This design comes from an exercise in tuning for small area on the open sky130 flow, not from production work. In this exercise RTL edits were held to simulation tests only and were not proved equivalent to the original. Power figures rest on the tool's default switching activity, not on a simulated workload.

## flow/design.v (module list and top-level ports; edited modules follow where they fit)
// module firFa: 10 lines
// module firHa: 9 lines
// module firHold: 9 lines
// module eegFirFilter: 1302 lines
module eegFirFilter (
    input logic clk,
    input logic reset,
    input logic [12:0] sampleIn,
    output logic [30:0] filterOut
);
  // ...
==> flow/flow/run.sh <==
#!/bin/bash
# Layout flow: the standard ORFS flow, with the port buffers made from the
# smallest buffer cell (every input and output port still gets its own buffer).
set -euo pipefail
bash standard.sh "BUFFER_PORTS_ARGS=-buffer_cell sky130_fd_sc_hd__buf_1" finish > standard_flow.log 2>&1
==> flow/standard.sh <==
#!/bin/bash
# synth_recipe.tcl (not shown) runs the flow's synth.tcl, then flattens the netlist and writes it again
# the make line also repeats each setting of config.mk as NAME=value (left out here)
make -C /OpenROAD-flow-scripts/flow DESIGN_CONFIG=/design/flow/config.mk WORK_HOME=/design/flow/orfs CLKGATE_MAP_FILE= SYNTH_SCRIPT=/design/flow/synth_recipe.tcl "${@:-finish}"
==> flow/config.mk <==
export PLATFORM = sky130hd
export DESIGN_NAME = eegFirFilter
export DESIGN_NICKNAME = eegFirFilter
export VERILOG_FILES = /design/flow/design.v
export SDC_FILE = /design/flow/constraint.sdc
export NUM_CORES = 4
export LEC_CHECK = 0
export ABC_AREA = 0
export CAP_MARGIN = 20
export CORE_MARGIN = 2
export CORE_UTILIZATION = 75
export CTS_BUF_LIST = sky130_fd_sc_hd__clkbuf_8
export CTS_CLUSTER_DIAMETER = 80
export CTS_CLUSTER_SIZE = 16
export PLACE_DENSITY = 0.85
export SETUP_SLACK_MARGIN = 0.3
export SLEW_MARGIN = 20
export SYNTH_HIERARCHICAL = 1
export SYNTH_MINIMUM_KEEP_SIZE = 0
==> flow/constraint.sdc <==
create_clock -name core_clock -period 6.0 [get_ports {clk}]
set_input_delay 1.2000 -clock core_clock [delete_from_list [all_inputs] [get_ports {clk}]]
set_output_delay 1.2000 -clock core_clock [all_outputs]
set_load 0.01 [all_outputs]
==> qor.txt, run 1 <==
==============================================================================
Run status                                                        complete, no violations
Logic depth of the worst setup path including buffers                       14
Dominant combinational cell family by area after synthesis         adder cells
Startpoint of the worst hold path                                        d1[8]
Global-route wire length before repair                                58500 um
Pleak                                                                  7.71 nW
Clock network power consumption                                        1.00 mW
Fraction of power spent switching nets                                   31.5%
Share of the synthesized area in compound gates (AO/OA/AOI/OAI)          10.9%
Period utilization                                                       97.9%
Worst slew margin                                                        28.6%
Upper clock frequency limit                                            170 MHz
Dpl ws                                                              -0.0597 ns
Syn_nets                                                                  1541
Most common cell after layout, fill and taps aside                     dfxtp_1
Vias per cell                                                             6.32
Biggest area consumer among synthesized cells                             fa_1
Sequential cell area fraction in the yosys report                        37.1%
Synthesized instance count                                                1122
TritonCTS clock tree                                                     built
Design Area, Final                                                  18300 um^2
Critical Path, Cell by Cell                                       ha_4 > fa_2 > inv_1 > fa_2 > ha_1 > fa_1 > fa_1 > fa_2 > fa_1 > fa_2 > fa_1 > fa_1 > inv_1 > fa_1
Clock buffers                                                               23
Gr busiest metal                                                          met2
Fraction of layout instances using a drive strength above 1              22.7%
End of the critical path                                                 r2_42
Areal power density over the cells                                 248 nW/um^2
# Post-CTS Setup Buffers                                                    25
Fin cells                                                                 1503
Max-Cap Viols                                                                0
Detailed-route wire length on metal 1                                 15300 um
RSZ-0062 raised after global routing                                       yes
Depth of the worst hold-timing path                                          0
CP Capture Type                                                      flip-flop
==============================================================================
==> run 2: changes to the inputs <==
--- a/flow/design.v
+++ b/flow/design.v
@@ -138,53 +138,59 @@
     logic r3_35;
     logic r2_36;
     logic r2_37;
     logic r2_38;
     logic r2_39;
     logic r3_40;
     logic r2_41;
     logic r2_42;
-    logic r3_43;
+    logic r2_43;
     logic r2_44;
-    logic r2_45;
+    logic r3_45;
     logic r2_46;
-    logic r3_47;
-    logic r2_48;
+    logic r2_47;
+    logic r3_48;
     logic r2_49;
-    logic r3_50;
+    logic r2_50;
     logic r2_51;
     logic r2_52;
-    logic r2_53;
-    logic r3_54;
+    logic r3_53;
+    logic r2_54;
     logic r2_55;
-    logic r2_56;
-    logic r3_57;
+    logic r3_56;
+    logic r2_57;
     logic r2_58;
-    logic r2_59;
-    logic r3_60;
-    logic r3_61;
+    logic r3_59;
+    logic r2_60;
+    logic r2_61;
     logic r3_62;
-    logic r2_63;
+    logic r3_63;
     logic r3_64;
     logic r2_65;
     logic r3_66;
     logic r3_67;
     logic r3_68;
-    logic r3_69;
+    logic r2_69;
     logic r3_70;
     logic r3_71;
     logic r3_72;
     logic r3_73;
     logic r3_74;
     logic r3_75;
     logic r3_76;
     logic r3_77;
     logic r3_78;
     logic r3_79;
+    logic r3_80;
+    logic r3_81;
+    logic r3_82;
+    logic r3_83;
+    logic r3_84;
+    logic r3_85;
     always_ff @(posedge clk) begin
         v1 <= sampleIn[12] & ~reset;
         v2 <= v1 & ~reset;
         v3 <= v2 & ~reset;
         v4 <= v3 & ~reset;
     end
     always_ff @(posedge clk) begin
         d1[0] <= sampleIn[0];
@@ -948,21 +954,21 @@
     firFa u347 (.a(n327c), .b(n345s), .c(n328c), .s(n347s), .co(n347c));
     wire n348s, n348c;
     firFa u348 (.a(n346s), .b(n216s), .c(n329c), .s(n348s), .co(n348c));
     wire n349 = ~n86s;
     wire n350s, n350c;
     firFa u350 (.a(n349), .b(n347s), .c(n136s), .s(n350s), .co(n350c));
     wire n351s, n351c;
     firFa u351 (.a(n331c), .b(n348s), .c(n350s), .s(n351s), .co(n351c));
-    wire n352 = ~n351s;
+    wire n352 = ~r2_43;
     wire n353s, n353c;
-    firFa u353 (.a(n330c), .b(n332c), .c(n352), .s(n353s), .co(n353c));
+    firFa u353 (.a(r2_41), .b(r2_42), .c(n352), .s(n353s), .co(n353c));
     wire n354s, n354c;
-    firFa u354 (.a(r2_41), .b(r2_42), .c(n9s), .s(n354s), .co(n354c));
+    firFa u354 (.a(r2_44), .b(n9s), .c(n353s), .s(n354s), .co(n354c));
     wire n355 = ~n335c;
     wire n356s, n356c;
     firFa u356 (.a(n355), .b(n354s), .c(n337c), .s(n356s), .co(n356c));
     wire n357s, n357c;
     firFa u357 (.a(n161s), .b(n235s), .c(n356s), .s(n357s), .co(n357c));
     wire n358s, n358c;
     firFa u358 (.a(n219s), .b(n338c), .c(n357s), .s(n358s), .co(n358c));
     wire n359 = ~n139s;
@@ -979,298 +985,299 @@
     wire n366s, n366c;
     firFa u366 (.a(n232s), .b(n135s), .c(n346c), .s(n366s), .co(n366c));
     wire n367s, n367c;
     firFa u367 (.a(n365s), .b(n347c), .c(n366s), .s(n367s), .co(n367c));
     wire n368s, n368c;
     firFa u368 (.a(n217s), .b(n348c), .c(n137s), .s(n368s), .co(n368c));
     wire n369s, n369c;
     firFa u369 (.a(n350c), .b(n367s), .c(n351c), .s(n369s), .co(n369c));
-    wire n370 = ~r2_46;
+    wire n370s, n370c;
+    firFa u370 (.a(r2_46), .b(r2_47), .c(n35s), .s(n370s), .co(n370c));
     wire n371s, n371c;
-    firFa u371 (.a(r2_44), .b(r2_45), .c(n370), .s(n371s), .co(n371c));
-    wire n372 = ~n87s;
+    firFa u371 (.a(n87s), .b(n353c), .c(n10s), .s(n371s), .co(n371c));
+    wire n372s, n372c;
+    firFa u372 (.a(n354c), .b(n371s), .c(n356c), .s(n372s), .co(n372c));
     wire n373s, n373c;
-    firFa u373 (.a(n35s), .b(n372), .c(n371s), .s(n373s), .co(n373c));
-    wire n374 = ~n373s;
-    wire n375s, n375c;
-    firFa u375 (.a(n10s), .b(n354c), .c(n374), .s(n375s), .co(n375c));
+    firFa u373 (.a(n163s), .b(n236s), .c(n357c), .s(n373s), .co(n373c));
+    wire n374s, n374c;
+    firFa u374 (.a(n372s), .b(n220s), .c(n358c), .s(n374s), .co(n374c));
+    wire n375 = ~n373s;
     wire n376s, n376c;
-    firFa u376 (.a(n356c), .b(n375s), .c(n163s), .s(n376s), .co(n376c));
-    wire n377s, n377c;
-    firFa u377 (.a(n236s), .b(n357c), .c(n220s), .s(n377s), .co(n377c));
-    wire n378 = ~n140s;
-    wire n379s, n379c;
-    firFa u379 (.a(n376s), .b(n378), .c(n358c), .s(n379s), .co(n379c));
-    wire n380s, n380c;
-    firFa u380 (.a(n377s), .b(n360c), .c(n379s), .s(n380s), .co(n380c));
-    wire n381 = w8[3] ^ n362c;
-    wire n382 = w8[3] | n362c;
+    firFa u376 (.a(n370s), .b(n140s), .c(n375), .s(n376s), .co(n376c));
+    wire n377 = ~n376s;
+    wire n378s, n378c;
+    firFa u378 (.a(n360c), .b(n374s), .c(n377), .s(n378s), .co(n378c));
+    wire n379 = w8[3] ^ n362c;
+    wire n380 = w8[3] | n362c;
+    wire n381s, n381c;
+    firFa u381 (.a(n57s), .b(n379), .c(n191s), .s(n381s), .co(n381c));
+    wire n382s, n382c;
+    firFa u382 (.a(n381s), .b(n364c), .c(n197s), .s(n382s), .co(n382c));
     wire n383s, n383c;
-    firFa u383 (.a(n57s), .b(n381), .c(n191s), .s(n383s), .co(n383c));
+    firFa u383 (.a(n365c), .b(n233s), .c(n136s), .s(n383s), .co(n383c));
     wire n384s, n384c;
-    firFa u384 (.a(n383s), .b(n364c), .c(n197s), .s(n384s), .co(n384c));
+    firFa u384 (.a(n366c), .b(n382s), .c(n383s), .s(n384s), .co(n384c));
     wire n385s, n385c;
-    firFa u385 (.a(n365c), .b(n233s), .c(n136s), .s(n385s), .co(n385c));
+    firFa u385 (.a(r2_49), .b(r2_50), .c(r2_51), .s(n385s), .co(n385c));
     wire n386s, n386c;
-    firFa u386 (.a(n366c), .b(n384s), .c(n385s), .s(n386s), .co(n386c));
+    firFa u386 (.a(r2_52), .b(n385s), .c(n36s), .s(n386s), .co(n386c));
     wire n387s, n387c;
-    firFa u387 (.a(n367c), .b(n368c), .c(n386s), .s(n387s), .co(n387c));
+    firFa u387 (.a(n88s), .b(n11s), .c(n371c), .s(n387s), .co(n387c));
     wire n388s, n388c;
-    firFa u388 (.a(r2_48), .b(r2_49), .c(n371c), .s(n388s), .co(n388c));
-    wire n389s, n389c;
-    firFa u389 (.a(n36s), .b(n373c), .c(n388s), .s(n389s), .co(n389c));
+    firFa u388 (.a(n370c), .b(n386s), .c(n218s), .s(n388s), .co(n388c));
+    wire n389 = ~n138s;
     wire n390s, n390c;
-    firFa u390 (.a(n218s), .b(n389s), .c(n138s), .s(n390s), .co(n390c));
+    firFa u390 (.a(n389), .b(n387s), .c(n372c), .s(n390s), .co(n390c));
     wire n391s, n391c;
-    firFa u391 (.a(n88s), .b(n11s), .c(n375c), .s(n391s), .co(n391c));
+    firFa u391 (.a(n237s), .b(n373c), .c(n390s), .s(n391s), .co(n391c));
     wire n392s, n392c;
-    firFa u392 (.a(n391s), .b(n376c), .c(n237s), .s(n392s), .co(n392c));
-    wire n393s, n393c;
-    firFa u393 (.a(n390s), .b(n165s), .c(n222s), .s(n393s), .co(n393c));
+    firFa u392 (.a(n388s), .b(n165s), .c(n222s), .s(n392s), .co(n392c));
+    wire n393 = ~n141s;
     wire n394s, n394c;
-    firFa u394 (.a(n377c), .b(n392s), .c(n379c), .s(n394s), .co(n394c));
-    wire n395 = ~n380c;
+    firFa u394 (.a(n393), .b(n374c), .c(n391s), .s(n394s), .co(n394c));
+    wire n395 = ~n394s;
     wire n396s, n396c;
-    firFa u396 (.a(n141s), .b(n393s), .c(n395), .s(n396s), .co(n396c));
-    wire n397 = n394s ^ n396s;
-    wire n398 = n394s & ~n396s;
+    firFa u396 (.a(n376c), .b(n392s), .c(n395), .s(n396s), .co(n396c));
+    wire n397 = n378c ^ n396s;
+    wire n398 = n378c & ~n396s;
     wire n399 = ~n58s;
     wire n400s, n400c;
-    firFa u400 (.a(w8[4]), .b(n382), .c(n399), .s(n400s), .co(n400c));
+    firFa u400 (.a(w8[4]), .b(n380), .c(n399), .s(n400s), .co(n400c));
     wire n401 = ~n400s;
     wire n402s, n402c;
-    firFa u402 (.a(n193s), .b(n383c), .c(n401), .s(n402s), .co(n402c));
+    firFa u402 (.a(n193s), .b(n381c), .c(n401), .s(n402s), .co(n402c));
     wire n403s, n403c;
-    firFa u403 (.a(n402s), .b(n384c), .c(n234s), .s(n403s), .co(n403c));
+    firFa u403 (.a(n402s), .b(n382c), .c(n234s), .s(n403s), .co(n403c));
     wire n404s, n404c;
-    firFa u404 (.a(n137s), .b(n385c), .c(n403s), .s(n404s), .co(n404c));
+    firFa u404 (.a(n137s), .b(n383c), .c(n403s), .s(n404s), .co(n404c));
     wire n405s, n405c;
-    firFa u405 (.a(r2_51), .b(r2_52), .c(r2_53), .s(n405s), .co(n405c));
+    firFa u405 (.a(r2_54), .b(r2_55), .c(n385c), .s(n405s), .co(n405c));
     wire n406s, n406c;
-    firFa u406 (.a(n405s), .b(n388c), .c(n199s), .s(n406s), .co(n406c));
+    firFa u406 (.a(n405s), .b(n199s), .c(n37s), .s(n406s), .co(n406c));
     wire n407s, n407c;
-    firFa u407 (.a(n37s), .b(n389c), .c(n406s), .s(n407s), .co(n407c));
+    firFa u407 (.a(n386c), .b(n406s), .c(n13s), .s(n407s), .co(n407c));
     wire n408s, n408c;
-    firFa u408 (.a(n13s), .b(n219s), .c(n407s), .s(n408s), .co(n408c));
-    wire n409 = ~n89s;
+    firFa u408 (.a(n219s), .b(n388c), .c(n139s), .s(n408s), .co(n408c));
+    wire n409s, n409c;
+    firFa u409 (.a(n89s), .b(n387c), .c(n390c), .s(n409s), .co(n409c));
     wire n410s, n410c;
-    firFa u410 (.a(n409), .b(n139s), .c(n390c), .s(n410s), .co(n410c));
-    wire n411 = ~n391c;
+    firFa u410 (.a(n407s), .b(n408s), .c(n166s), .s(n410s), .co(n410c));
+    wire n411s, n411c;
+    firFa u411 (.a(n391c), .b(n409s), .c(n223), .s(n411s), .co(n411c));
     wire n412s, n412c;
-    firFa u412 (.a(n411), .b(n408s), .c(n410s), .s(n412s), .co(n412c));
-    wire n413s, n413c;
-    firFa u413 (.a(n166s), .b(n239s), .c(n412s), .s(n413s), .co(n413c));
+    firFa u412 (.a(n239s), .b(n392c), .c(n410s), .s(n412s), .co(n412c));
+    wire n413 = ~n143s;
     wire n414s, n414c;
-    firFa u414 (.a(n392c), .b(n223), .c(n394c), .s(n414s), .co(n414c));
-    wire n415s, n415c;
-    firFa u415 (.a(n393c), .b(n143s), .c(n413s), .s(n415s), .co(n415c));
-    wire n416 = ~n414s;
-    wire n417s, n417c;
-    firFa u417 (.a(n416), .b(n396c), .c(n415s), .s(n417s), .co(n417c));
-    wire n418 = n398 ^ n417s;
-    wire n419 = n398 & ~n417s;
-    wire n420 = w8[5] ^ n400c;
-    wire n421 = w8[5] | n400c;
+    firFa u414 (.a(n413), .b(n394c), .c(n411s), .s(n414s), .co(n414c));
+    wire n415 = ~n414s;
+    wire n416s, n416c;
+    firFa u416 (.a(n412s), .b(n396c), .c(n415), .s(n416s), .co(n416c));
+    wire n417 = n398 ^ n416s;
+    wire n418 = n398 & ~n416s;
+    wire n419 = w8[5] ^ n400c;
+    wire n420 = w8[5] | n400c;
+    wire n421s, n421c;
+    firFa u421 (.a(n59s), .b(n419), .c(n195s), .s(n421s), .co(n421c));
     wire n422s, n422c;
-    firFa u422 (.a(n59s), .b(n420), .c(n195s), .s(n422s), .co(n422c));
+    firFa u422 (.a(n402c), .b(n421s), .c(n403c), .s(n422s), .co(n422c));
     wire n423s, n423c;
-    firFa u423 (.a(n402c), .b(n422s), .c(n403c), .s(n423s), .co(n423c));
+    firFa u423 (.a(r2_57), .b(r2_58), .c(n405c), .s(n423s), .co(n423c));
     wire n424s, n424c;
-    firFa u424 (.a(r2_55), .b(r2_56), .c(n405c), .s(n424s), .co(n424c));
+    firFa u424 (.a(n423s), .b(n201s), .c(n235s), .s(n424s), .co(n424c));
     wire n425s, n425c;
-    firFa u425 (.a(n424s), .b(n201s), .c(n406c), .s(n425s), .co(n425c));
-    wire n426s, n426c;
-    firFa u426 (.a(n235s), .b(n138s), .c(n13c), .s(n426s), .co(n426c));
+    firFa u425 (.a(n138s), .b(n406c), .c(n13c), .s(n425s), .co(n425c));
+    wire n426 = ~n39s;
     wire n427s, n427c;
-    firFa u427 (.a(n91s), .b(n407c), .c(n425s), .s(n427s), .co(n427c));
+    firFa u427 (.a(n426), .b(n91s), .c(n424s), .s(n427s), .co(n427c));
     wire n428s, n428c;
-    firFa u428 (.a(n426s), .b(n220s), .c(n408c), .s(n428s), .co(n428c));
+    firFa u428 (.a(n407c), .b(n425s), .c(n220s), .s(n428s), .co(n428c));
     wire n429s, n429c;
-    firFa u429 (.a(n427s), .b(n140s), .c(n410c), .s(n429s), .co(n429c));
+    firFa u429 (.a(n140s), .b(n408c), .c(n427s), .s(n429s), .co(n429c));
     wire n430s, n430c;
-    firFa u430 (.a(n428s), .b(n412c), .c(n429s), .s(n430s), .co(n430c));
-    wire n431s, n431c;
-    firFa u431 (.a(n167), .b(n240s), .c(n413c), .s(n431s), .co(n431c));
-    wire n432 = ~n430s;
-    wire n433s, n433c;
-    firFa u433 (.a(n39s), .b(n225), .c(n432), .s(n433s), .co(n433c));
+    firFa u430 (.a(n428s), .b(n429s), .c(n167), .s(n430s), .co(n430c));
+    wire n431 = ~n409c;
+    wire n432s, n432c;
+    firFa u432 (.a(n431), .b(n410c), .c(n240s), .s(n432s), .co(n432c));
+    wire n433 = ~n430s;
     wire n434s, n434c;
-    firFa u434 (.a(n145s), .b(n415c), .c(n431s), .s(n434s), .co(n434c));
-    wire n435 = ~n417c;
-    wire n436s, n436c;
-    firFa u436 (.a(n414c), .b(n433s), .c(n435), .s(n436s), .co(n436c));
-    wire n437 = ~n434s;
-    wire n438s, n438c;
-    firFa u438 (.a(n437), .b(n419), .c(n436s), .s(n438s), .co(n438c));
-    wire n439 = ~n60s;
-    wire n440s, n440c;
-    firFa u440 (.a(w8[6]), .b(n421), .c(n439), .s(n440s), .co(n440c));
-    wire n441 = ~n440s;
-    wire n442s, n442c;
-    firFa u442 (.a(n197s), .b(n422c), .c(n441), .s(n442s), .co(n442c));
+    firFa u434 (.a(n225), .b(n411c), .c(n433), .s(n434s), .co(n434c));
+    wire n435s, n435c;
+    firFa u435 (.a(n412c), .b(n432s), .c(n145s), .s(n435s), .co(n435c));
+    wire n436 = ~n435s;
+    wire n437s, n437c;
+    firFa u437 (.a(n414c), .b(n434s), .c(n436), .s(n437s), .co(n437c));
+    wire n438 = ~n416c;
+    wire n439s, n439c;
+    firFa u439 (.a(n438), .b(n418), .c(n437s), .s(n439s), .co(n439c));
+    wire n440 = ~n60s;
+    wire n441s, n441c;
+    firFa u441 (.a(w8[6]), .b(n420), .c(n440), .s(n441s), .co(n441c));
+    wire n442 = ~n441s;
     wire n443s, n443c;
-    firFa u443 (.a(r2_58), .b(r2_59), .c(n424c), .s(n443s), .co(n443c));
+    firFa u443 (.a(n197s), .b(n421c), .c(n442), .s(n443s), .co(n443c));
     wire n444s, n444c;
-    firFa u444 (.a(n443s), .b(n91c), .c(n203s), .s(n444s), .co(n444c));
+    firFa u444 (.a(r2_60), .b(r2_61), .c(n423c), .s(n444s), .co(n444c));
     wire n445s, n445c;
-    firFa u445 (.a(n425c), .b(n236s), .c(n139s), .s(n445s), .co(n445c));
+    firFa u445 (.a(n444s), .b(n91c), .c(n203s), .s(n445s), .co(n445c));
     wire n446s, n446c;
-    firFa u446 (.a(n426c), .b(n427c), .c(n444s), .s(n446s), .co(n446c));
+    firFa u446 (.a(n236s), .b(n424c), .c(n139s), .s(n446s), .co(n446c));
     wire n447s, n447c;
-    firFa u447 (.a(n445s), .b(n428c), .c(n446s), .s(n447s), .co(n447c));
-    wire n448 = ~n429c;
-    wire n449s, n449c;
-    firFa u449 (.a(n39c), .b(n222s), .c(n448), .s(n449s), .co(n449c));
+    firFa u447 (.a(n425c), .b(n445s), .c(n427c), .s(n447s), .co(n447c));
+    wire n448s, n448c;
+    firFa u448 (.a(n446s), .b(n428c), .c(n429c), .s(n448s), .co(n448c));
+    wire n449 = ~n447s;
     wire n450s, n450c;
-    firFa u450 (.a(n141s), .b(n226), .c(n447s), .s(n450s), .co(n450c));
+    firFa u450 (.a(n39c), .b(n222s), .c(n449), .s(n450s), .co(n450c));
     wire n451s, n451c;
-    firFa u451 (.a(n169s), .b(n449s), .c(n241), .s(n451s), .co(n451c));
+    firFa u451 (.a(n141s), .b(n226), .c(n448s), .s(n451s), .co(n451c));
     wire n452s, n452c;
-    firFa u452 (.a(n430c), .b(n145c), .c(n450s), .s(n452s), .co(n452c));
-    wire n453 = ~n431c;
-    wire n454s, n454c;
-    firFa u454 (.a(n453), .b(n433c), .c(n451s), .s(n454s), .co(n454c));
-    wire n455 = ~n454s;
-    wire n456s, n456c;
-    firFa u456 (.a(n452s), .b(n434c), .c(n455), .s(n456s), .co(n456c));
-    wire n457 = ~r3_61;
-    wire n458s, n458c;
-    firFa u458 (.a(r3_60), .b(n457), .c(r3_62), .s(n458s), .co(n458c));
-    wire n459 = ~n442c;
-    wire n460s, n460c;
-    firFa u460 (.a(w8[7]), .b(n440c), .c(n459), .s(n460s), .co(n460c));
-    wire n461 = ~r2_63;
-    wire n462s, n462c;
-    firFa u462 (.a(n461), .b(n61s), .c(n199s), .s(n462s), .co(n462c));
+    firFa u452 (.a(n169s), .b(n450s), .c(n241), .s(n452s), .co(n452c));
+    wire n453s, n453c;
+    firFa u453 (.a(n430c), .b(n432c), .c(n145c), .s(n453s), .co(n453c));
+    wire n454 = ~n451s;
+    wire n455s, n455c;
+    firFa u455 (.a(n454), .b(n452s), .c(n434c), .s(n455s), .co(n455c));
+    wire n456 = ~n455s;
+    wire n457s, n457c;
+    firFa u457 (.a(n435c), .b(n453s), .c(n456), .s(n457s), .co(n457c));
+    wire n458 = ~r3_63;
+    wire n459s, n459c;
+    firFa u459 (.a(r3_62), .b(n458), .c(r3_64), .s(n459s), .co(n459c));
+    wire n460 = ~n443c;
+    wire n461s, n461c;
+    firFa u461 (.a(w8[7]), .b(n441c), .c(n460), .s(n461s), .co(n461c));
+    wire n462 = ~r2_65;
     wire n463s, n463c;
-    firFa u463 (.a(n443c), .b(n462s), .c(n444c), .s(n463s), .co(n463c));
+    firFa u463 (.a(n462), .b(n61s), .c(n199s), .s(n463s), .co(n463c));
     wire n464s, n464c;
-    firFa u464 (.a(n237s), .b(n140s), .c(n445c), .s(n464s), .co(n464c));
+    firFa u464 (.a(n463s), .b(n444c), .c(n445c), .s(n464s), .co(n464c));
     wire n465s, n465c;
-    firFa u465 (.a(n446c), .b(n463s), .c(n464s), .s(n465s), .co(n465c));
+    firFa u465 (.a(n237s), .b(n140s), .c(n446c), .s(n465s), .co(n465c));
     wire n466s, n466c;
-    firFa u466 (.a(n205s), .b(n169c), .c(n449c), .s(n466s), .co(n466c));
+    firFa u466 (.a(n464s), .b(n447c), .c(n465s), .s(n466s), .co(n466c));
     wire n467s, n467c;
-    firFa u467 (.a(n223), .b(n447c), .c(n143s), .s(n467s), .co(n467c));
+    firFa u467 (.a(n223), .b(n448c), .c(n143s), .s(n467s), .co(n467c));
     wire n468s, n468c;
-    firFa u468 (.a(n465s), .b(n243), .c(n450c), .s(n468s), .co(n468c));
-    wire n469 = ~n467s;
-    wire n470s, n470c;
-    firFa u470 (.a(n466s), .b(n469), .c(n451c), .s(n470s), .co(n470c));
-    wire n471 = ~n454c;
-    wire n472s, n472c;
-    firFa u472 (.a(n452c), .b(n468s), .c(n471), .s(n472s), .co(n472c));
-    wire n473 = ~n470s;
-    wire n474s, n474c;
-    firFa u474 (.a(n473), .b(n456c), .c(n472s), .s(n474s), .co(n474c));
-    wire n475 = n458c ^ r3_64;
-    wire n476 = n458c & ~r3_64;
-    wire n477 = ~n62s;
-    wire n478s, n478c;
-    firFa u478 (.a(r2_65), .b(w8[8]), .c(n477), .s(n478s), .co(n478c));
-    wire n479 = ~n478s;
-    wire n480s, n480c;
-    firFa u480 (.a(n201s), .b(n462c), .c(n479), .s(n480s), .co(n480c));
+    firFa u468 (.a(n205s), .b(n169c), .c(n450c), .s(n468s), .co(n468c));
+    wire n469s, n469c;
+    firFa u469 (.a(n466s), .b(n243), .c(n451c), .s(n469s), .co(n469c));
+    wire n470 = ~n467s;
+    wire n471s, n471c;
+    firFa u471 (.a(n470), .b(n468s), .c(n452c), .s(n471s), .co(n471c));
+    wire n472 = ~n471s;
+    wire n473s, n473c;
+    firFa u473 (.a(n453c), .b(n469s), .c(n472), .s(n473s), .co(n473c));
+    wire n474 = ~r3_66;
+    wire n475s, n475c;
+    firFa u475 (.a(n474), .b(r3_67), .c(r3_68), .s(n475s), .co(n475c));
+    wire n476 = n459c ^ n475s;
+    wire n477 = n459c & ~n475s;
+    wire n478 = ~n62s;
+    wire n479s, n479c;
+    firFa u479 (.a(r2_69), .b(w8[8]), .c(n478), .s(n479s), .co(n479c));
+    wire n480 = ~n479s;
     wire n481s, n481c;
-    firFa u481 (.a(n480s), .b(n463c), .c(n464c), .s(n481s), .co(n481c));
-    wire n482 = ~n141s;
-    wire n483s, n483c;
-    firFa u483 (.a(n207s), .b(n239s), .c(n482), .s(n483s), .co(n483c));
+    firFa u481 (.a(n201s), .b(n463c), .c(n480), .s(n481s), .co(n481c));
+    wire n482s, n482c;
+    firFa u482 (.a(n481s), .b(n464c), .c(n465c), .s(n482s), .co(n482c));
+    wire n483 = ~n141s;
     wire n484s, n484c;
-    firFa u484 (.a(n225), .b(n465c), .c(n481s), .s(n484s), .co(n484c));
+    firFa u484 (.a(n207s), .b(n239s), .c(n483), .s(n484s), .co(n484c));
     wire n485s, n485c;
-    firFa u485 (.a(n145s), .b(n467c), .c(n484s), .s(n485s), .co(n485c));
+    firFa u485 (.a(n225), .b(n466c), .c(n482s), .s(n485s), .co(n485c));
     wire n486s, n486c;
-    firFa u486 (.a(n483s), .b(n466c), .c(n245s), .s(n486s), .co(n486c));
-    wire n487 = ~n470c;
-    wire n488s, n488c;
-    firFa u488 (.a(n468c), .b(n485s), .c(n487), .s(n488s), .co(n488c));
-    wire n489 = ~n486s;
-    wire n490s, n490c;
-    firFa u490 (.a(n489), .b(n472c), .c(n488s), .s(n490s), .co(n490c));
-    wire n491 = ~n476;
-    wire n492s, n492c;
-    firFa u492 (.a(r3_66), .b(r3_67), .c(n491), .s(n492s), .co(n492c));
-    wire n493 = ~n63s;
-    wire n494s, n494c;
-    firFa u494 (.a(w8[9]), .b(n493), .c(n478c), .s(n494s), .co(n494c));
-    wire n495 = ~n494s;
-    wire n496s, n496c;
-    firFa u496 (.a(n203s), .b(n495), .c(n480c), .s(n496s), .co(n496c));
+    firFa u486 (.a(n145s), .b(n467c), .c(n485s), .s(n486s), .co(n486c));
+    wire n487s, n487c;
+    firFa u487 (.a(n484s), .b(n468c), .c(n245s), .s(n487s), .co(n487c));
+    wire n488 = ~n471c;
+    wire n489s, n489c;
+    firFa u489 (.a(n469c), .b(n486s), .c(n488), .s(n489s), .co(n489c));
+    wire n490 = ~r3_70;
+    wire n491s, n491c;
+    firFa u491 (.a(n490), .b(r3_71), .c(r3_72), .s(n491s), .co(n491c));
+    wire n492 = ~n477;
+    wire n493s, n493c;
+    firFa u493 (.a(n475c), .b(n491s), .c(n492), .s(n493s), .co(n493c));
+    wire n494 = ~n63s;
+    wire n495s, n495c;
+    firFa u495 (.a(w8[9]), .b(n494), .c(n479c), .s(n495s), .co(n495c));
+    wire n496 = ~n495s;
     wire n497s, n497c;
-    firFa u497 (.a(n208), .b(n226), .c(n240s), .s(n497s), .co(n497c));
+    firFa u497 (.a(n203s), .b(n496), .c(n481c), .s(n497s), .co(n497c));
     wire n498s, n498c;
-    firFa u498 (.a(n496s), .b(n481c), .c(n143s), .s(n498s), .co(n498c));
+    firFa u498 (.a(n208), .b(n226), .c(n240s), .s(n498s), .co(n498c));
     wire n499s, n499c;
-    firFa u499 (.a(n145c), .b(n484c), .c(n498s), .s(n499s), .co(n499c));
+    firFa u499 (.a(n497s), .b(n482c), .c(n143s), .s(n499s), .co(n499c));
     wire n500s, n500c;
-    firFa u500 (.a(n483c), .b(n497s), .c(n245c), .s(n500s), .co(n500c));
-    wire n501 = ~n500s;
-    wire n502s, n502c;
-    firFa u502 (.a(n485c), .b(n499s), .c(n501), .s(n502s), .co(n502c));
-    wire n503 = ~n486c;
-    wire n504s, n504c;
-    firFa u504 (.a(n503), .b(n488c), .c(n502s), .s(n504s), .co(n504c));
+    firFa u500 (.a(n145c), .b(n485c), .c(n499s), .s(n500s), .co(n500c));
+    wire n501s, n501c;
+    firFa u501 (.a(n484c), .b(n498s), .c(n245c), .s(n501s), .co(n501c));
+    wire n502 = ~n501s;
+    wire n503s, n503c;
+    firFa u503 (.a(n486c), .b(n500s), .c(n502), .s(n503s), .co(n503c));
+    wire n504 = ~r3_73;
     wire n505s, n505c;
-    firFa u505 (.a(r3_68), .b(r3_69), .c(n492c), .s(n505s), .co(n505c));
+    firFa u505 (.a(n504), .b(r3_74), .c(r3_75), .s(n505s), .co(n505c));
     wire n506s, n506c;
-    firFa u506 (.a(w8[10]), .b(n65s), .c(n494c), .s(n506s), .co(n506c));
-    wire n507 = ~n496c;
-    wire n508s, n508c;
-    firFa u508 (.a(n205s), .b(n506s), .c(n507), .s(n508s), .co(n508c));
-    wire n509 = ~n508s;
-    wire n510s, n510c;
-    firFa u510 (.a(n209), .b(n509), .c(n241), .s(n510s), .co(n510c));
+    firFa u506 (.a(n491c), .b(n505s), .c(n493c), .s(n506s), .co(n506c));
+    wire n507s, n507c;
+    firFa u507 (.a(w8[10]), .b(n65s), .c(n495c), .s(n507s), .co(n507c));
+    wire n508 = ~n497c;
+    wire n509s, n509c;
+    firFa u509 (.a(n205s), .b(n507s), .c(n508), .s(n509s), .co(n509c));
+    wire n510 = ~n509s;
     wire n511s, n511c;
-    firFa u511 (.a(n145s), .b(n498c), .c(n510s), .s(n511s), .co(n511c));
-    wire n512 = ~n499c;
-    wire n513s, n513c;
-    firFa u513 (.a(n497c), .b(n512), .c(n500c), .s(n513s), .co(n513c));
-    wire n514 = ~n513s;
-    wire n515s, n515c;
-    firFa u515 (.a(n511s), .b(n514), .c(n502c), .s(n515s), .co(n515c));
+    firFa u511 (.a(n209), .b(n510), .c(n241), .s(n511s), .co(n511c));
+    wire n512s, n512c;
+    firFa u512 (.a(n145s), .b(n499c), .c(n511s), .s(n512s), .co(n512c));
+    wire n513 = ~n500c;
+    wire n514s, n514c;
+    firFa u514 (.a(n498c), .b(n513), .c(n501c), .s(n514s), .co(n514c));
+    wire n515 = ~r3_77;
     wire n516s, n516c;
-    firFa u516 (.a(r3_70), .b(r3_71), .c(n505c), .s(n516s), .co(n516c));
-    wire n517 = ~w8[11];
-    wire n518s, n518c;
-    firFa u518 (.a(n517), .b(n65c), .c(n506c), .s(n518s), .co(n518c));
+    firFa u516 (.a(r3_76), .b(n515), .c(r3_78), .s(n516s), .co(n516c));
+    wire n517s, n517c;
+    firFa u517 (.a(n505c), .b(n516s), .c(n506c), .s(n517s), .co(n517c));
+    wire n518 = ~w8[11];
     wire n519s, n519c;
-    firFa u519 (.a(n207s), .b(n518s), .c(n508c), .s(n519s), .co(n519c));
-    wire n520 = ~n145c;
-    wire n521s, n521c;
-    firFa u521 (.a(n519s), .b(n520), .c(n243), .s(n521s), .co(n521c));
-    wire n522 = ~n521s;
-    wire n523s, n523c;
-    firFa u523 (.a(n510c), .b(n522), .c(n511c), .s(n523s), .co(n523c));
-    wire n524 = ~r3_72;
-    wire n525s, n525c;
-    firFa u525 (.a(n524), .b(r3_73), .c(r3_74), .s(n525s), .co(n525c));
-    wire n526 = n525s ^ n516c;
-    wire n527 = n525s | n516c;
-    wire n528s, n528c;
-    firFa u528 (.a(n518c), .b(n208), .c(n519c), .s(n528s), .co(n528c));
-    wire n529 = ~n245s;
-    wire n530s, n530c;
-    firFa u530 (.a(n528s), .b(n529), .c(n521c), .s(n530s), .co(n530c));
-    wire n531 = ~r3_75;
-    wire n532s, n532c;
-    firFa u532 (.a(n531), .b(r3_76), .c(n525c), .s(n532s), .co(n532c));
-    wire n533 = n532s ^ n527;
-    wire n534 = n532s | n527;
-    wire n535 = ~n528c;
-    wire n536s, n536c;
-    firFa u536 (.a(n209), .b(n535), .c(n245c), .s(n536s), .co(n536c));
-    wire n537 = ~r3_78;
-    wire n538s, n538c;
-    firFa u538 (.a(r3_77), .b(n537), .c(n532c), .s(n538s), .co(n538c));
-    wire n539 = n538s ^ n534;
-    wire n540 = n538s | n534;
-    wire n541s, n541c;
-    firFa u541 (.a(r3_79), .b(n538c), .c(n540), .s(n541s), .co(n541c));
+    firFa u519 (.a(n518), .b(n65c), .c(n507c), .s(n519s), .co(n519c));
+    wire n520s, n520c;
+    firFa u520 (.a(n207s), .b(n519s), .c(n509c), .s(n520s), .co(n520c));
+    wire n521 = ~n145c;
+    wire n522s, n522c;
+    firFa u522 (.a(n520s), .b(n521), .c(n243), .s(n522s), .co(n522c));
+    wire n523 = ~n522s;
+    wire n524s, n524c;
+    firFa u524 (.a(n511c), .b(n523), .c(n512c), .s(n524s), .co(n524c));
+    wire n525 = ~r3_79;
+    wire n526s, n526c;
+    firFa u526 (.a(n525), .b(r3_80), .c(n516c), .s(n526s), .co(n526c));
+    wire n527 = n526s ^ n517c;
+    wire n528 = n526s | n517c;
+    wire n529s, n529c;
+    firFa u529 (.a(n519c), .b(n208), .c(n520c), .s(n529s), .co(n529c));
+    wire n530 = ~n245s;
+    wire n531s, n531c;
+    firFa u531 (.a(n529s), .b(n530), .c(n522c), .s(n531s), .co(n531c));
+    wire n532 = ~r3_81;
+    wire n533s, n533c;
+    firFa u533 (.a(n532), .b(r3_82), .c(n526c), .s(n533s), .co(n533c));
+    wire n534 = n533s ^ n528;
+    wire n535 = n533s | n528;
+    wire n536 = ~n529c;
+    wire n537s, n537c;
+    firFa u537 (.a(n209), .b(n536), .c(n245c), .s(n537s), .co(n537c));
+    wire n538 = ~r3_84;
+    wire n539s, n539c;
+    firFa u539 (.a(r3_83), .b(n538), .c(n533c), .s(n539s), .co(n539c));
+    wire n540 = n539s ^ n535;
+    wire n541 = n539s | n535;
+    wire n542s, n542c;
+    firFa u542 (.a(r3_85), .b(n539c), .c(n541), .s(n542s), .co(n542c));
     always_ff @(posedge clk) begin
         r2_0 <= n8c;
         r2_1 <= n21c;
         r2_2 <= n34c;
         r2_3 <= n47c;
         r2_4 <= n60c;
         r2_5 <= n73c;
         r2_6 <= n86c;
@@ -1303,76 +1310,82 @@
         r2_33 <= n305c;
         r2_34 <= n319s;
         r3_35 <= n321s;
         r2_36 <= n329s;
         r2_37 <= n331s;
         r2_38 <= n319c;
         r2_39 <= n333s;
         r3_40 <= n339;
-        r2_41 <= n333c;
-        r2_42 <= n353s;
-        r3_43 <= n360s;
-        r2_44 <= n368s;
-        r2_45 <= n369s;
-        r2_46 <= n353c;
-        r3_47 <= n380s;
-        r2_48 <= n369c;
-        r2_49 <= n387s;
-        r3_50 <= n397;
-        r2_51 <= n386c;
-        r2_52 <= n404s;
-        r2_53 <= n387c;
-        r3_54 <= n418;
-        r2_55 <= n404c;
-        r2_56 <= n423s;
-        r3_57 <= n438s;
-        r2_58 <= n442s;
-        r2_59 <= n423c;
-        r3_60 <= n436c;
-        r3_61 <= n456s;
-        r3_62 <= n438c;
-        r2_63 <= n460s;
-        r3_64 <= n474s;
-        r2_65 <= n460c;
-        r3_66 <= n474c;
-        r3_67 <= n490s;
-        r3_68 <= n490c;
-        r3_69 <= n504s;
-        r3_70 <= n504c;
-        r3_71 <= n515s;
-        r3_72 <= n513c;
-        r3_73 <= n523s;
-        r3_74 <= n515c;
-        r3_75 <= n530s;
-        r3_76 <= n523c;
-        r3_77 <= n536s;
-        r3_78 <= n530c;
-        r3_79 <= n536c;
+        r2_41 <= n330c;
+        r2_42 <= n332c;
+        r2_43 <= n351s;
+        r2_44 <= n333c;
+        r3_45 <= n360s;
+        r2_46 <= n368s;
+        r2_47 <= n369s;
+        r3_48 <= n378s;
+        r2_49 <= n367c;
+        r2_50 <= n368c;
+        r2_51 <= n384s;
+        r2_52 <= n369c;
+        r3_53 <= n397;
+        r2_54 <= n384c;
+        r2_55 <= n404s;
+        r3_56 <= n417;
+        r2_57 <= n404c;
+        r2_58 <= n422s;
+        r3_59 <= n439s;
+        r2_60 <= n443s;
+        r2_61 <= n422c;
+        r3_62 <= n437c;
+        r3_63 <= n457s;
+        r3_64 <= n439c;
+        r2_65 <= n461s;
+        r3_66 <= n455c;
+        r3_67 <= n473s;
+        r3_68 <= n457c;
+        r2_69 <= n461c;
+        r3_70 <= n487s;
+        r3_71 <= n473c;
+        r3_72 <= n489s;
+        r3_73 <= n487c;
+        r3_74 <= n489c;
+        r3_75 <= n503s;
+        r3_76 <= n512s;
+        r3_77 <= n514s;
+        r3_78 <= n503c;
+        r3_79 <= n514c;
+        r3_80 <= n524s;
+        r3_81 <= n531s;
+        r3_82 <= n524c;
+        r3_83 <= n537s;
+        r3_84 <= n531c;
+        r3_85 <= n537c;
     end
     logic [23:0] sum;
     assign sum[0] = r3_19;
     assign sum[1] = r3_21;
     assign sum[2] = r3_23;
     assign sum[3] = ~r3_25;
     assign sum[4] = r3_27;
     assign sum[5] = r3_29;
     assign sum[6] = r3_31;
     assign sum[7] = r3_35;
     assign sum[8] = ~r3_40;
-    assign sum[9] = r3_43;
-    assign sum[10] = r3_47;
-    assign sum[11] = ~r3_50;
-    assign sum[12] = ~r3_54;
-    assign sum[13] = r3_57;
-    assign sum[14] = n458s;
-    assign sum[15] = ~n475;
-    assign sum[16] = ~n492s;
-    assign sum[17] = ~n505s;
-    assign sum[18] = ~n516s;
-    assign sum[19] = n526;
-    assign sum[20] = n533;
-    assign sum[21] = n539;
-    assign sum[22] = ~n541s;
-    assign sum[23] = n541c;
+    assign sum[9] = r3_45;
+    assign sum[10] = r3_48;
+    assign sum[11] = ~r3_53;
+    assign sum[12] = ~r3_56;
+    assign sum[13] = r3_59;
+    assign sum[14] = n459s;
+    assign sum[15] = ~n476;
+    assign sum[16] = ~n493s;
+    assign sum[17] = ~n506s;
+    assign sum[18] = ~n517s;
+    assign sum[19] = n527;
+    assign sum[20] = n534;
+    assign sum[21] = n540;
+    assign sum[22] = ~n542s;
+    assign sum[23] = n542c;
     assign filterOut = {v4, outCount == 5'd17, {6{sum[23]}}, sum[22:0]};
 endmodule
 `default_nettype wire
==> flow/config.mk (replaced) <==
export PLATFORM = sky130hd
export DESIGN_NAME = eegFirFilter
export DESIGN_NICKNAME = eegFirFilter
export VERILOG_FILES = /design/flow/design.v
export SDC_FILE = /design/flow/constraint.sdc
export NUM_CORES = 4
export LEC_CHECK = 0
export ABC_AREA = 0
export CAP_MARGIN = 20
export CORE_MARGIN = 2
export CORE_UTILIZATION = 75
export CTS_BUF_LIST = sky130_fd_sc_hd__clkbuf_16
export CTS_CLUSTER_DIAMETER = 80
export CTS_CLUSTER_SIZE = 20
export PLACE_DENSITY = 0.85
export SETUP_SLACK_MARGIN = 0.15
export SLEW_MARGIN = 20
export SYNTH_HIERARCHICAL = 1
export SYNTH_MINIMUM_KEEP_SIZE = 0
==> qor.txt, run 2 <==
====================================================================================================
Run status                                                                              complete, no violations
DR vias                                                                                         9342
Die boundary width                                                                            154 um
Smallest setup slack after layout                                                           0.140 ns
Most instantiated library cell after synthesis                                                  fa_1
Average size of a mapped cell                                                              14.9 um^2
Clock Sink Count                                                                                 315
Initial antenna violation count                                                                    0
Hold/Removal Path Class                                                                 flip-flop to flip-flop
Worst vdd rail ir drop                                                                      0.249 mV
Syn_nets                                                                                        1547   +0.39%
Post-Synth Simple-Gate Area                                                                   0.537%
Effective utilization at floorplan                                                             76.6%
Adder-cell area share of the yosys netlist                                                     46.4%
Die Ht                                                                                        154 um
Longest individual stage delay on the worst path                                             0.61 ns
Skew final                                                                                 0.0145 ns
Crit path arrival time                                                                       6.25 ns
Clock-pin slew reported for the worst setup and hold paths after clock tree synthesis        0.08 ns
Clock buffer depth                                                                                 3
Worst skew pair latency                                                                      0.52 ns
Final antenna diode count                                                                          0
Most frequent CP cell                                                                           fa_1
Type of origin of the critical path                                                        flip-flop
Remaining number of nets flagged by the antenna check after routing                                0
Period utilization                                                                             97.7%   -0.20 points
Post-DR wirelength/cell                                                                      26.1 um
Biggest area consumer among synthesized cells                                                   fa_1
Number of I/O pins                                                                                46
Synthesized instance count                                                                      1128   +0.53%
Final weighted congestion in routability-driven placement                                      0.907
Vias per cell                                                                                   6.35   +0.39%
Sum of routed wire length over all layers                                                   38400 um
Filler Cells Inserted                                                                           1065
Core region area                                                                          21900 um^2
Transition time at the pin with the least slew margin                                       0.931 ns
Reg area                                                                                   6320 um^2
Top fanout value on the critical path                                                              3
Pleak                                                                                        7.84 nW   +1.7%
Num rows                                                                                          54
TritonCTS clock tree                                                                           built
Unique cell type count in the Yosys netlist                                                       20
Proportion of register bits with asynchronous set or reset after synthesis                        0%
Count of flip-flops with a built-in enable after synthesis                                         0
Core Util, Final                                                                               82.5%
Critical setup path kind                                                                flip-flop to flip-flop
Pins over their slew limit                                                                         0
Detailed-router iteration count before antenna repair                                              5
Hold Vio Cnt, Final                                                                                0
Synth warn                                                                                        15
Clock buffer count from CTS                                                                       19
Clock period minus final worst setup slack                                                   5.86 ns
RSZ-0062 raised after global routing                                                             yes
Max-Cap Viols                                                                                      0   unchanged
Worst slew margin                                                                              37.1%   +8.5 points
Xor and xnor area share after synthesis                                                       0.157%
Multi-input gate area                                                                      9930 um^2
Share of the synthesized area in compound gates (AO/OA/AOI/OAI)                                10.8%   -0.078 points
Slowest CP cell                                                                                 fa_1
Portion of synthesized cell area occupied by the leading cell type                             43.3%
# H-tree levels                                                                                    1
CP Capture Type                                                                            flip-flop
Drc violations                                                                                     0
Primary FF master, synth                                                                     dfxtp_1
Critical Path, Cell by Cell                                                             ha_1 > fa_1 > fa_1 > fa_2 > inv_1 > fa_1 > fa_1 > fa_1 > fa_2 > fa_1 > fa_1 > fa_2 > fa_1
CTS root buf                                                                               clkbuf_16
Critical path required time                                                                  6.39 ns
Via count of the first global-routing pass                                                     10294
Dpl ws                                                                                    -0.0101 ns   +0.0497 ns
Number of DRC markers after the initial detailed-route iteration                                 918
Total of endpoints with negative setup slack in the final report                                   0
Total die area                                                                            23600 um^2
Fraction of layout instances using a drive strength above 1                                    11.6%   -11 points
Sequential cell area fraction in the yosys report                                              37.6%   +0.45 points
Dominant combinational cell family by area after synthesis                               adder cells
Synth Cell Area                                                                           16800 um^2
Most common cell after layout, fill and taps aside                                           dfxtp_1
Count of input and output buffers                                                                 45
Final layout net count                                                                          1610
Areal power density over the cells                                                       250 nW/um^2   +0.73%
HPWL after detailed placement                                                               27500 um
Global-route wire length before repair                                                      58900 um   +0.70%
Total grt overflow                                                                                 0
Synth area leaders                                                                      fa_1, dfxtp_1, a22o_1
Total negative slack                                                                            0 ns
Area growth from synthesis to layout                                                           7.63%
Tot GR Track Use                                                                               33.1%
Top cells by instance count after synthesis                                             fa_1, dfxtp_1, a22o_1
#FFs+latches synth                                                                               315
Upper clock frequency limit                                                                  171 MHz   +0.20%
Fraction of synthesized area in multiplexers                                                      0%
Pin count of the biggest net entering global routing                                             137
Leading cell types in the layout, fill and taps excluded                                dfxtp_1, fa_1, a22o_1
====================================================================================================
run 2: changes by cell type after synthesis:
| cell | before | now |
|---|---|---|
| dfxtp_1 | 309 | 315 |
run 2: cell type report:
| class | instances | share of cell area [%] |
|---|---|---|
| multi-input combinational | 631 | 55.0 |
| sequential | 315 | 35.0 |
| inverter | 159 | 3.31 |
| clock buffer | 19 | 2.63 |
| tap | 280 | 1.94 |
| timing repair buffer | 65 | 1.91 |
| clock inverter | 3 | 0.236 |
run 2: critical path: cells and delay by family, from the launching register on:
family     cells  cell delay (ns)
buf+inv        1             0.07
fa+ha+maj     12             5.29
flops          1             0.36
run 2: timing repair:
action	CTS	global route
resized for setup	33	59
hold buffers	0	0
pin swaps	11	30
setup buffers	3	10
endpoints found under the setup margin	10	13
gates cloned	0	0
run 2: path summary, 6_finish.rpt:
path,start,to,slack [ns],depth (start not counted)
max,w6[0],r2_47,0.14,13
min,r2_22,r3_23,0.33,0
max reg2reg,w6[0],r2_47,0.14,13
min reg2reg,r2_22,r3_23,0.33,0
run 2: layer usage:
layer / track usage, % / routed length, um / up-vias
met3: 7.19 / 3170 / 134
li1: - / - / 3817
met5: 0 / 0 / -
met2: 52.2 / 18200 / 529
met1: 47.4 / 15300 / 4862
met4: 10.6 / 1720 / 0
run 2: through the flow:
step           hold WS, ns  total power [mW]  cells  instance area, um^2
6_report             0.330              4.51   1472                18100
5_1_grt              0.336              4.74   1472                18100
4_1_cts              0.331              4.54   1462                17900
3_5_place_dp         0.312              3.26   1437                17200
3_3_place_gp         0.310              3.19   1437                17200
2_1_floorplan        0.310              3.06   1128                16800
run 2: cells by family (layout without fill, tap and decap cells):
group | after synthesis | count (layout)
AOI/OAI and AO/OA | 207 | 207
xor gates and xnor gates | 3 | 3
adders and majority gates | 404 | 404
buffers and inverters | 182 | 246
DFF | 315 | 315
and+or+nand+nor | 17 | 17
run 2: where the power goes:
part           leakage (nW)  total (mW)  internal (mW)  switching [mW]
registers              2.56        2.25           2.21          0.0423
logic                  5.02       0.962          0.396           0.566
clock network         0.258        1.29          0.614           0.680
total                  7.84        4.51           3.22            1.29
run 2: Yosys stat by module (local to each module, per instance):
module | cells | times used | flip-flops and latches | area (um^2)
eegFirFilter | 544 | 1 | 315 | 7510
firFa | 1 | 363 | 0 | 20.0
firHa | 1 | 17 | 0 | 12.5
firHold | 1 | 204 | 0 | 8.76
==> run 3: changes to the inputs <==
--- a/flow/config.mk
+++ b/flow/config.mk
@@ -9,9 +9,9 @@
 export CAP_MARGIN = 20
 export CORE_MARGIN = 2
 export CORE_UTILIZATION = 75
-export CTS_BUF_LIST = sky130_fd_sc_hd__clkbuf_16
-export CTS_CLUSTER_DIAMETER = 80
-export CTS_CLUSTER_SIZE = 20
+export CTS_BUF_LIST = sky130_fd_sc_hd__clkbuf_8
+export CTS_CLUSTER_DIAMETER = 60
+export CTS_CLUSTER_SIZE = 14
 export PLACE_DENSITY = 0.85
 export SETUP_SLACK_MARGIN = 0.15
 export SLEW_MARGIN = 20
==> qor.txt, run 3 <==
====================================================================================================
Number of instances in the placed design                                                        1437   unchanged
Areal power density over the cells                                                       245 nW/um^2   -2.1%
Worst skew pair latency                                                                      0.62 ns   +0.10 ns
Core region area                                                                          21900 um^2   unchanged
Depth of the worst hold-timing path                                                                0   unchanged
Leading cell types in the layout, fill and taps excluded                                dfxtp_1, fa_1, a22o_1
Max-Cap Viols                                                                                      0   unchanged
Number of I/O pins                                                                                46   unchanged
Tot GR Track Use                                                                               32.5%   -0.58 points
Count of input and output buffers                                                                 45   unchanged
Unique cell type count in the Yosys netlist                                                       20   unchanged
Portion of synthesized cell area occupied by the leading cell type                             43.3%   unchanged
Vias per cell                                                                                   6.42   +1.2%
Total grt overflow                                                                                 0   unchanged
Type of origin of the critical path                                                        flip-flop
Number of DRC markers after the initial detailed-route iteration                                 961   +4.7%
Global-route wire length before repair                                                      57900 um   -1.7%
Total of endpoints with negative setup slack in the final report                                   0   unchanged
Remaining number of nets flagged by the antenna check after routing                                0   unchanged
Pleak                                                                                        7.83 nW   about the same
Clock Sink Count                                                                                 315   unchanged
Dpl ws                                                                                    -0.0101 ns   unchanged
Initial antenna violation count                                                                    0   unchanged
TritonCTS clock tree                                                                           built
CP Capture Type                                                                            flip-flop
Fin cells                                                                                       1487   +1.0%
Synth warn                                                                                        15   unchanged
DR vias                                                                                         9546   +2.2%
Clock buffer depth                                                                                 3   unchanged
Proportion of register bits with asynchronous set or reset after synthesis                        0%   unchanged
Smallest setup slack after layout                                                           0.148 ns   +0.00756 ns
Worst slew margin                                                                              34.7%   -2.4 points
Final weighted congestion in routability-driven placement                                      0.907   unchanged
Destination of the worst hold path                                                            d2[10]
Pin count of the biggest net entering global routing                                             137   unchanged
Top cells by instance count after synthesis                                             fa_1, dfxtp_1, a22o_1
Syn_nets                                                                                        1547   unchanged
Number of cells on the worst reg-to-reg path                                                      13   unchanged
Hold/Removal Path Class                                                                 flip-flop to flip-flop
Hold Vio Cnt, Final                                                                                0   unchanged
Critical setup path kind                                                                flip-flop to flip-flop
Final layout net count                                                                          1620   +0.62%
Die boundary width                                                                            154 um   unchanged
Post-DR wirelength/cell                                                                      26.1 um   +0.21%
Num rows                                                                                          54   unchanged
HPWL after detailed placement                                                               27500 um   unchanged
Critical path required time                                                                  6.48 ns   +0.09 ns
Upper clock frequency limit                                                                  171 MHz   +0.13%
Biggest area consumer among synthesized cells                                                   fa_1
Synth area leaders                                                                      fa_1, dfxtp_1, a22o_1
Startpoint of the worst hold path                                                             d1[10]
Fraction of layout instances using a drive strength above 1                                    12.5%   +0.93 points
Synthesized instance count                                                                      1128   unchanged
Flop2flop setup slack                                                                        0.15 ns   about the same
Most common cell after layout, fill and taps aside                                           dfxtp_1
Most instantiated library cell after synthesis                                                  fa_1
Detailed-router iteration count before antenna repair                                              5   unchanged
Clock period minus final worst setup slack                                                   5.85 ns   -0.00756 ns
Count of flip-flops with a built-in enable after synthesis                                         0   unchanged
Skew final                                                                                 0.0311 ns   +0.0166 ns
RSZ-0062 raised after global routing                                                             yes
Crit path arrival time                                                                       6.33 ns   +0.08 ns
Period utilization                                                                             97.5%   -0.13 points
Sequential cell area fraction in the yosys report                                              37.6%   unchanged
Sum of routed wire length over all layers                                                   38900 um   +1.2%
Total negative slack                                                                            0 ns   unchanged
Worst flop-to-flop path startpoint                                                             w6[0]
Synth Cell Area                                                                           16800 um^2   unchanged
Primary FF master, synth                                                                     dfxtp_1
Die Ht                                                                                        154 um   unchanged
Hold Buf Count CTS                                                                                 0   unchanged
Clock-pin slew reported for the worst setup and hold paths after clock tree synthesis        0.09 ns   about the same
Area growth from synthesis to layout                                                           7.52%
# H-tree levels                                                                                    1   unchanged
Top fanout value on the critical path                                                              3   unchanged
Transition time at the pin with the least slew margin                                       0.966 ns   +0.0351 ns
Pins over their slew limit                                                                         0   unchanged
Worst vdd rail ir drop                                                                      0.208 mV   -17%
CTS root buf                                                                                clkbuf_8
Total die area                                                                            23600 um^2   unchanged
R2r endpoint                                                                                   r2_47
#FFs+latches synth                                                                               315   unchanged
Average size of a mapped cell                                                              14.9 um^2   unchanged
Drc violations                                                                                     0   unchanged
Final antenna diode count                                                                          0   unchanged
Effective utilization at floorplan                                                             76.6%   unchanged
Via count of the first global-routing pass                                                     10242   -0.51%
Clock buffer count from CTS                                                                       28   +9
Run status                                                                              complete, no violations
====================================================================================================
run 3: cell count changes in the layout (fill, tap and decap cells not counted), moves of 2 or more:
cell / previous run / this run
clkbuf_8: 0 / 29
clkbuf_16: 19 / 0
inv_1: 154 / 157
clkinv_8: 0 / 2
inv_2: 6 / 4
run 3: per-layer routing:
metal,wire length [um],global-route usage (%)
met5,0,0
met4,1820,11.5
met3,3840,9.44
met2,18500,50.0
met1,14700,45.5
run 3: area by class of cell:
cell class                      count  area (um^2)
Fill cell                        1090         3850
Timing Repair Buffer               66          352
Multi-Input combinational cell    631         9930
Clock inverter                      7         90.1
Clock buffer                       29          399
Inverter                          159          597
Sequential cell                   315         6320
Tap cell                          280          350
run 3: power by group:
group          leakage (nW)  internal, mW  total (mW)  switching [mW]
logic                  5.01         0.397       0.961           0.563
registers              2.56          2.21        2.26          0.0428
clock network         0.257         0.493        1.20           0.702
total                  7.83          3.10        4.41            1.31
run 3: how the worst max path moves through the flow:
| stage | startpoint | to | cells after the start |
|---|---|---|---|
| 6_report | w6[0] | r2_47 | 13 |
| 3_5_place_dp | w0[0] | r2_30 | 12 |
| 4_1_cts | w4[0] | r2_30 | 12 |
| 2_1_floorplan | w0[0] | r2_30 | 12 |
| 5_1_grt | w3[0] | r2_47 | 13 |
| 3_3_place_gp | w0[0] | r2_30 | 12 |
run 3: metrics by stage:
| step | utilization [%] | cell area [um^2] | power (mW) | hold slack (ns) |
|---|---|---|---|---|
| 2_1_floorplan | - | 16800 | 3.06 | 0.310 |
| 3_5_place_dp | 78.7 | 17200 | 3.26 | 0.312 |
| 4_1_cts | 81.3 | 17800 | 4.44 | 0.331 |
| 6_report | 82.4 | 18000 | 4.41 | 0.329 |
| 5_1_grt | 82.4 | 18000 | 4.65 | 0.333 |
| 3_3_place_gp | 78.7 | 17200 | 3.19 | 0.310 |
run 3: cells by family after synthesis:
group,share of synthesized area [%]
AO/OA/AOI/OAI,10.8
AND/OR/NAND/NOR,0.537
flip-flops,37.6
XOR/XNOR,0.157
adder cells (fa/ha/maj),46.4
buffers and inverters,4.55
run 3: timing repair:
item                       4_1_cts  5_1_grt
buffers inserted                 2       12
resized for setup               25       66
pin swaps                       10       39
setup endpoints to repair       10       13
run 3: worst max-delay path: stages (launching register included):
cell,delay [ns]
dfxtp_1,0.35
ha_1,0.24
fa_1,0.44
fa_1,0.43
fa_2,0.58
inv_1,0.07
fa_1,0.40
fa_2,0.39
fa_1,0.50
fa_1,0.49
fa_2,0.60
fa_1,0.46
fa_2,0.36
fa_1,0.43
run 3: modules after synthesis, one instance, submodules excluded:
module        cell area (um^2)  copies in the design  cells inside  flip-flops and latches
eegFirFilter              7510                     1           544                     315
firHa                     12.5                    17             1                       0
firHold                   8.76                   204             1                       0
firFa                     20.0                   363             1                       0

[static timing again, ports no longer ideal]
The results above use ideal ports. As a check the final layouts listed here were re-extracted and re-timed, cells and wires unchanged. Step 1: set_driving_cell puts a clkbuf_16 on clk and a buf_2 on each other input, an assumption about the parent block. Step 2, shift: input delay + t, output delay - t, t = (earliest + latest rising clock arrival at the registers) / 2. This alone moves slack from input paths to output paths. Three values: ideal ports, drivers, drivers and shift; two values: the first two.
| run | t (ns) | setup WS [ns] | worst setup path at the end | worst data-port slew with drivers (ns) |
|---|---|---|---|---|
| run 1 | 0.603 | 0.128 / 0.128 / 0.128 | register to register | 0.04 |
| run 2 | 0.560 | 0.140 / 0.140 / 0.140 | register to register | 0.04 |
| run 3 | 0.637 | 0.148 / 0.148 / 0.148 | register to register | 0.05 |
After both steps setup and hold are still met in every run listed.
